Background: an optimization exercise with open tools, aiming at small area, a short achievable clock period and few clock cycles per item. Do not read the settings as production practice.
In this exercise RTL edits were held to simulation tests only and were not proved equivalent to the original.
Power is estimated from default activity; no workload was simulated.

==> flow/design.v (excerpt) <==
module systolic_array_os_ctrl
#(
  parameter int ROWS   = 4,
  parameter int COLS   = 4,
  parameter int DATA_W = 8,
  parameter int ACC_W  = 32,
  parameter int KLEN_W = 16,
  localparam int OROW_W = (ROWS > 1) ? $clog2(ROWS) : 1
) (
  input  logic                     clk,
  input  logic                     rst_n,
  input  logic                     start,
  input  logic [KLEN_W-1:0]        k_len,
  input  logic                     signed_en,
  output logic                     busy,
  input  logic                     in_valid,
  output logic                     in_ready,
  input  logic [ROWS*DATA_W-1:0]   a_data,
  input  logic [COLS*DATA_W-1:0]   b_data,
  output logic                     out_valid,
  input  logic                     out_ready,
  output logic [OROW_W-1:0]        out_row,
  output logic [COLS*ACC_W-1:0]    out_data,
  output logic                     done
);
  localparam int c_row_w = sa_pkg::row_w(ROWS);
  logic                  r_busy;
  logic                  r_load;
  logic                  r_out;
  logic                  r_done;
  logic                  r_signed;
  logic                  r_dirty;
  logic                  r_wait;
  logic [1:0]            r_zcnt;
  logic [KLEN_W-1:0]     r_rem;
  logic [c_row_w-1:0]    r_row;
  logic                  r_l1;
  logic                  r_l2;
  logic                  w_beat;
  logic                  w_last;
  logic                  w_take;
  ...
Size in the first run: about 8100 cells after synthesis, roughly 1100 flip-flops, roughly 220 I/O pins.
==> module systolic_array_os_ctrl, before the edit <==
module systolic_array_os_ctrl
#(
  parameter int ROWS   = 4,
  parameter int COLS   = 4,
  parameter int DATA_W = 8,
  parameter int ACC_W  = 32,
  parameter int KLEN_W = 16,
  localparam int OROW_W = (ROWS > 1) ? $clog2(ROWS) : 1
) (
  input  logic                     clk,
  input  logic                     rst_n,
  input  logic                     start,
  input  logic [KLEN_W-1:0]        k_len,
  input  logic                     signed_en,
  output logic                     busy,
  input  logic                     in_valid,
  output logic                     in_ready,
  input  logic [ROWS*DATA_W-1:0]   a_data,
  input  logic [COLS*DATA_W-1:0]   b_data,
  output logic                     out_valid,
  input  logic                     out_ready,
  output logic [OROW_W-1:0]        out_row,
  output logic [COLS*ACC_W-1:0]    out_data,
  output logic                     done
);
  localparam int c_row_w = sa_pkg::row_w(ROWS);
  logic                  r_busy;
  logic                  r_load;
  logic                  r_out;
  logic                  r_done;
  logic                  r_signed;
  logic                  r_dirty;
  logic                  r_wait;
  logic [1:0]            r_zcnt;
  logic [KLEN_W-1:0]     r_rem;
  logic [c_row_w-1:0]    r_row;
  logic                  r_l1;
  logic                  r_l2;
  logic                  w_beat;
  logic                  w_last;
  logic                  w_take;
  logic                  w_shift;
  logic [ROWS*DATA_W-1:0] r_a;
  logic [COLS*DATA_W-1:0] r_b;
  logic [ROWS-1:0]        r_as;
  logic [COLS-1:0]        r_bs;
  logic [ACC_W-1:0]       w_acc [ROWS+1][COLS];
  assign w_beat  = r_load & in_valid;
  assign w_last  = (r_rem == KLEN_W'(1));
  assign w_take  = r_out & out_ready;
  assign w_shift = w_take | r_dirty;
  always_ff @(posedge clk or negedge rst_n) begin
    if (!rst_n) begin
      r_busy   <= 1'b0;
      r_load   <= 1'b0;
      r_out    <= 1'b0;
      r_done   <= 1'b0;
      r_signed <= 1'b0;
      r_dirty  <= 1'b1;
      r_wait   <= 1'b0;
      r_zcnt   <= '0;
      r_rem    <= '0;
      r_row    <= '0;
      r_l1     <= 1'b0;
      r_l2     <= 1'b0;
    end else begin
      r_done <= 1'b0;
      r_l1   <= w_beat & w_last;
      r_l2   <= r_l1;
      if (r_dirty) begin
        r_zcnt <= r_zcnt + 1'b1;
        if (r_zcnt == 2'd3) r_dirty <= 1'b0;
      end
      if (!r_busy) begin
        if (start) begin
          r_busy   <= 1'b1;
          r_signed <= signed_en;
          r_rem    <= k_len;
          if (r_dirty)             r_wait <= 1'b1;
          else if (k_len != '0)    r_load <= 1'b1;
          else                     r_out  <= 1'b1;
        end
      end
      if (r_wait && !r_dirty) begin
        r_wait <= 1'b0;
        if (r_rem != '0) r_load <= 1'b1;
        else             r_out  <= 1'b1;
      end
      if (w_beat) begin
        r_rem <= r_rem - 1'b1;
        if (w_last) r_load <= 1'b0;
      end
      if (r_l2) r_out <= 1'b1;
      if (w_take) begin
        r_row <= r_row + 1'b1;
        if (r_row == c_row_w'(ROWS - 1)) begin
          r_out  <= 1'b0;
          r_busy <= 1'b0;
          r_done <= 1'b1;
        end
      end
    end
  end
  always_ff @(posedge clk) begin
    r_a <= w_beat ? a_data : '0;
    r_b <= w_beat ? b_data : '0;
    for (int i = 0; i < ROWS; i++) r_as[i] <= w_beat & r_signed & a_data[i*DATA_W + DATA_W-1];
    for (int j = 0; j < COLS; j++) r_bs[j] <= w_beat & r_signed & b_data[j*DATA_W + DATA_W-1];
  end
  for (genvar gj = 0; gj < COLS; gj++) begin : g_zero
    assign w_acc[ROWS][gj] = '0;
  end
  for (genvar gi = 0; gi < ROWS; gi++) begin : g_pe_row
    for (genvar gj = 0; gj < COLS; gj++) begin : g_pe_col
      sa_pe #(
        .DATA_W (DATA_W),
        .ACC_W  (ACC_W)
      ) u_pe (
        .clk       (clk),
        .a_neg     (r_as[gi]),
        .b_neg     (r_bs[gj]),
        .shift     (w_shift),
        .a_in      (r_a[gi*DATA_W +: DATA_W]),
        .b_in      (r_b[gj*DATA_W +: DATA_W]),
        .acc_in    (w_acc[gi+1][gj]),
        .acc       (w_acc[gi][gj])
      );
    end
  end
  for (genvar gj = 0; gj < COLS; gj++) begin : g_out
    assign out_data[gj*ACC_W +: ACC_W] = w_acc[0][gj];
  end
  assign busy      = r_busy;
  assign in_ready  = r_load;
  assign out_valid = r_out;
  assign out_row   = r_row;
  assign done      = r_done;
endmodule
clock: 10.0 ns
lec_check: 0
cap_margin: 20
core_margin: 2
core_utilization: 60
place_density: 0.7
slew_margin: 20
standard.sh (not shown) runs the stock make flow with config.mk's settings and CLKGATE_MAP_FILE= SYNTH_SCRIPT=/design/flow/synth_recipe.tcl, a recipe that flattens the netlist after the stock synthesis.
==> flow/flow/run.sh <==
#!/bin/bash
# The standard synthesis and layout, with these changes to how the layout
# is made (the SDC is unchanged):
#  - ORFS's timing repair aims for setup slack beyond the clock period's
#    (SETUP_SLACK_MARGIN);
#  - clock tree synthesis adds no dummy loads;
#  - the port buffers are buf_2 cells (repair may resize them).
# Each step's full output goes to a log file in the folder this runs in.
set -euo pipefail
MARGIN=6.6
export SETUP_SLACK_MARGIN=$MARGIN
export CTS_ARGS="-sink_clustering_enable -repair_clock_nets -dont_use_dummy_load"
export BUFFER_PORTS_ARGS="-buffer_cell sky130_fd_sc_hd__buf_2"
bash standard.sh synth > synth.log 2>&1
bash standard.sh SETUP_SLACK_MARGIN=$MARGIN "CTS_ARGS=$CTS_ARGS" "BUFFER_PORTS_ARGS=$BUFFER_PORTS_ARGS" finish > layout.log 2>&1
Testbench counts at the start, summed over its fixed seeds: cycles 12,562, jobs 320.
Then changed:
--- a/flow/design.v
+++ b/flow/design.v
@@ -575,6 +575,7 @@
   localparam int c_row_w = sa_pkg::row_w(ROWS);
   logic                  r_busy;
   logic                  r_load;
+  logic                  r_rdy;
   logic                  r_out;
   logic                  r_done;
   logic                  r_signed;
@@ -599,6 +600,12 @@
   assign w_take  = r_out & out_ready;
   assign w_shift = w_take | r_dirty;
   always_ff @(posedge clk or negedge rst_n) begin
+    if (!rst_n) r_rdy <= 1'b0;
+    else        r_rdy <= (!r_busy && start && !r_dirty && k_len != '0) ||
+                         (r_wait && !r_dirty && r_rem != '0) ||
+                         (r_load && !(in_valid && w_last));
+  end
+  always_ff @(posedge clk or negedge rst_n) begin
     if (!rst_n) begin
       r_busy   <= 1'b0;
       r_load   <= 1'b0;
@@ -652,9 +659,9 @@
   end
   always_ff @(posedge clk) begin
     r_a <= w_beat ? a_data : '0;
-    r_b <= w_beat ? b_data : '0;
+    r_b <= b_data;
     for (int i = 0; i < ROWS; i++) r_as[i] <= w_beat & r_signed & a_data[i*DATA_W + DATA_W-1];
-    for (int j = 0; j < COLS; j++) r_bs[j] <= w_beat & r_signed & b_data[j*DATA_W + DATA_W-1];
+    for (int j = 0; j < COLS; j++) r_bs[j] <= r_signed & b_data[j*DATA_W + DATA_W-1];
   end
   for (genvar gj = 0; gj < COLS; gj++) begin : g_zero
     assign w_acc[ROWS][gj] = '0;
@@ -680,7 +687,7 @@
     assign out_data[gj*ACC_W +: ACC_W] = w_acc[0][gj];
   end
   assign busy      = r_busy;
-  assign in_ready  = r_load;
+  assign in_ready  = r_rdy;
   assign out_valid = r_out;
   assign out_row   = r_row;
   assign done      = r_done;
Outcome: The changed run produced a clean layout; design area is about the same; wire length increases by 1.6%; power increases by 18%; first-iteration DRC count decreases by 1.2%; worst setup slack improves by 0.035 ns; die area stays flat; global-route usage increases by 0.49 points; hold slack degrades by 0.0060 ns; non-clock buffer count increases by 17; area after synthesis stays flat; via count increases by 0.39%; critical path depth decreases by 1; fmax increases by 1.0%.
Testbench counts after the change, summed over its fixed seeds: cycles 12,562, jobs 320.

re-timing with driven ports:
No port has a modelled driver above. Below, the same layouts with a new extraction and two added sets of constraints. Step 1 (the two cells are an assumption about what drives the block):
set clk [get_ports {clk}]
set_driving_cell -lib_cell sky130_fd_sc_hd__clkbuf_16 $clk
set_driving_cell -lib_cell sky130_fd_sc_hd__buf_2 [delete_from_list [all_inputs] $clk]
Step 2, shift: input delay + t, output delay - t, t = (earliest + latest rising clock arrival at the registers) / 2. This alone moves slack from input paths to output paths. a / b / c = ideal / step 1 / step 2; a / b = the first two.
run | shift t [ns] | setup WS [ns] | worst register clock-pin slew, ns | cell pins on the clock port's net
the first run | 0.845 | 6.547 / 6.547 / 5.914 | 0.06 / 0.06 | 1
the second run | 0.838 | 6.582 / 6.568 / 5.906 | 0.06 / 0.06 | 1
After both steps setup and hold are still met in every run listed. For the second run, which loses most, drivers alone change the setup slack by -0.014 ns; drivers and shift together by -0.676 ns.
